Source: an optimization exercise on an open RTL-to-GDS flow (aim: small area, a short achievable clock period and few clock cycles). Production flows keep margins and buffers that such runs may drop.
The RTL was checked by simulation tests, not by an equivalence proof against the original design.

Design sparcLsuTop, start of the top module:
module sparcLsuTop
(
    input  logic                           Clk,
    input  logic                           rst,
    input  logic                           psel,
    input  logic                           penable,
    input  logic                           pwrite,
    input  logic [lsuCfgPkg::ApbAddrW-1:0] paddr,
    input  logic [lsuCfgPkg::DataW-1:0]    pwdata,
    output logic                           pready,
    output logic                           pslverr,
    output logic [lsuCfgPkg::DataW-1:0]    prdata
);
export LEC_CHECK = 0
export CAP_MARGIN = 20
export CORE_MARGIN = 2
export CORE_UTILIZATION = 30
export CTS_CLUSTER_DIAMETER = 85
export CTS_CLUSTER_SIZE = 26
export GPL_ROUTABILITY_DRIVEN = 1
export PLACE_DENSITY = 0.4
export SLEW_MARGIN = 20
create_clock -name core_clock -period 10.0 [get_ports {Clk}]
standard.sh (not shown) runs the stock make flow with config.mk's settings and CLKGATE_MAP_FILE= SYNTH_SCRIPT=/design/flow/synth_recipe.tcl, a recipe that flattens the netlist after the stock synthesis.
==> flow/flow/run.sh <==
#!/bin/bash
# The standard layout, with timing repair aimed at a 3.6 ns period instead of
# stopping once 5 ns of setup slack is left. Same clock, constraints and steps.
set -euo pipefail
bash standard.sh SETUP_SLACK_MARGIN=6.4 finish > standard_flow.log 2>&1
Testbench counts at the start, summed over its fixed seeds: cycles 12,890.
Change:
==> flow/flow/run.sh (replaced) <==
#!/bin/bash
# The standard layout, with timing repair aimed at a 3.7 ns period instead of
# stopping once 5 ns of setup slack is left. Same clock, constraints and steps.
set -euo pipefail
bash standard.sh SETUP_SLACK_MARGIN=6.3 finish > standard_flow.log 2>&1
- CTS_CLUSTER_DIAMETER: 85 -> 70
- CTS_CLUSTER_SIZE: 26 -> 22
Effect:
- The new run produced a clean layout
- hold slack gets worse by 14 ps
- critical path depth is unchanged
- worst setup slack gets better by 67 ps

---

v18:
sparcLsuTop, a different RTL version from the one above (not shown whole).
Size in the first run: ~15,000 cells after synthesis, ~5,300 flip-flops, about 83 I/O pins, about 170,000 um2 of cells after synthesis.
// sparcLsuTop
module sparcLsuTop
(
    input  logic                           Clk,
    input  logic                           rst,
    input  logic                           psel,
    input  logic                           penable,
    input  logic                           pwrite,
    input  logic [lsuCfgPkg::ApbAddrW-1:0] paddr,
    input  logic [lsuCfgPkg::DataW-1:0]    pwdata,
    output logic                           pready,
    output logic                           pslverr,
    output logic [lsuCfgPkg::DataW-1:0]    prdata
);
    logic [sparcIsaPkg::RegAddrW-1:0] hostRdAddr;
    logic [lsuCfgPkg::DataW-1:0] hostRdData;
    logic hostWr;
    logic instrIssue;
    logic dLoad;
    logic dStore;
    logic dSethi;
    logic dIllegal;
    sparcIsaPkg::accessSizeT dSize;
    logic dSignExt;
    logic [lsuCfgPkg::MemAddrW-1:0] rs1Data;
    logic [lsuCfgPkg::MemAddrW-1:0] rs2Data;
    logic [lsuCfgPkg::DataW-1:0] rdData;
    logic [sparcIsaPkg::RegAddrW-1:0] portBAddr;
    logic [lsuCfgPkg::DataW-1:0] portBData;
    logic midWrEn;
    logic [sparcIsaPkg::RegAddrW-1:0] midWrAddr;
    logic rfWrEn;
    logic [sparcIsaPkg::RegAddrW-1:0] rfWrAddr;
    logic [lsuCfgPkg::DataW-1:0] rfWrData;
    logic [lsuCfgPkg::MemAddrW-3:0] memRdWord;
    logic [7:0] memPairHi;
    logic [7:0] memPairLo;
    logic [lsuCfgPkg::DataW-1:0] memRdData;
    logic stValid;
    logic [lsuCfgPkg::MemAddrW-3:0] stWord;
    logic [3:0] stByteEn;
    logic [lsuCfgPkg::DataW-1:0] stData;
    logic stDone;
    logic inSlot0;
    logic stallIssue;
    apbCommandPort u_apb
    (
        .Clk(Clk), .rst(rst), .psel(psel), .penable(penable), .pwrite(pwrite),
        .paddr(paddr), .hostRdData(hostRdData), .illegal(dIllegal), .stallIssue(stallIssue),
  ...
export LEC_CHECK = 0
export CAP_MARGIN = 20
export CORE_MARGIN = 2
export CORE_UTILIZATION = 30
export CTS_CLUSTER_DIAMETER = 70
export CTS_CLUSTER_SIZE = 22
export GPL_ROUTABILITY_DRIVEN = 1
export PLACE_DENSITY = 0.4
export SLEW_MARGIN = 20
create_clock -name core_clock -period 10.0 [get_ports {Clk}]
==> flow/flow/run.sh <==
#!/bin/bash
# The standard layout, with timing repair aimed at a 3.7 ns period instead of
# stopping once 5 ns of setup slack is left. Same clock, constraints and steps.
set -euo pipefail
bash standard.sh SETUP_SLACK_MARGIN=6.3 finish > standard_flow.log 2>&1
v18: no failed stages, no open violations at the end
Testbench counts of v18, summed over its fixed seeds: cycles 12,890.
What v19 does differently from v18 at the input level:
- CORE_UTILIZATION now 35, was 30
- PLACE_DENSITY now 0.45, was 0.4
==> flow/flow/run.sh <==
#!/bin/bash
# The standard layout, with timing repair aimed at a 3.6 ns period instead of
# stopping once 5 ns of setup slack is left. Same clock, constraints and steps.
set -euo pipefail
bash standard.sh SETUP_SLACK_MARGIN=6.4 finish > standard_flow.log 2>&1
## What came out
v19 supports a lower top clock frequency than v18. Summary of v19 over v18: worst slack after detailed placement moved up; final worst-path setup slack lower; fraction of standard cell area that is sequential now smaller. v19 finished all stages; the layout is clean. Buffer count excluding the clock tree in the final layout (higher): v19.
The inputs of v1 differ from those of v19 as listed below.
- CTS_CLUSTER_SIZE changed from 22 to 26
- PLACE_DENSITY changed from 0.45 to 0.4
- CTS_CLUSTER_DIAMETER changed from 70 to 85
- CORE_UTILIZATION changed from 35 to 30
Results
In v1 the number of buffers inserted by post-CTS setup repair turned out 3 lower than in v19.
Per the final summary, v1 finished and its layout is clean on timing, DRC and antenna.
In the flow results for v19 and v1, the count of cells resized by post-cts repair is smaller on v19.
v19 has a lower maximum fanout along the worst path than v1.
Changes in v9 relative to v1:
- swapping 85 for 70 in CTS_CLUSTER_DIAMETER
- swapping 26 for 22 in CTS_CLUSTER_SIZE
==> flow/flow/run.sh <==
#!/bin/bash
# The standard layout, with timing repair aimed at a 3.4 ns period instead of
# stopping once 5 ns of setup slack is left. Same clock, constraints and steps.
set -euo pipefail
bash standard.sh SETUP_SLACK_MARGIN=6.6 finish > standard_flow.log 2>&1
==> run notes <==
- Compared to v1, v9 reaches a higher achievable clock.
- After detailed routing, v1 needs less wire than v9.
- Summary of v9 over v1: global-route usage over all layers has increased, sequential portion of the cell area lower.

[static timing again, ports no longer ideal]
The results above use ideal ports. As a check the final layouts listed here were re-extracted and re-timed, cells and wires unchanged.
Step 1 assumes that a clkbuf_16 drives the clock port and a buf_2 every other input.
Step 2 also shifts input and output timing later by t, the mid clock arrival at the registers, as if the neighbouring blocks saw the same clock.
Slacks: ideal ports / drivers / drivers and shift; pairs: ideal ports / drivers.
run	t (ns)	slack for setup (ns)	worst setup path at the end	pins driven straight from the clock port
the first run of note 1	1.126	6.115 / 6.115 / 5.153	input to register	1
the second run of note 1	1.147	6.181 / 6.203 / 5.109	input to register	1
v18	1.175	6.176 / 6.062 / 5.024	input to register	1
v19	1.148	6.116 / 5.867 / 4.718	input to register	1
v1	1.114	6.158 / 6.059 / 4.945	input to register	1
v9	1.155	6.190 / 5.978 / 4.823	input to register	1
After both steps every run listed still meets setup and hold. The setup slack of v19, which loses most, moves by -0.249 ns with the drivers and by -1.398 ns with both steps.
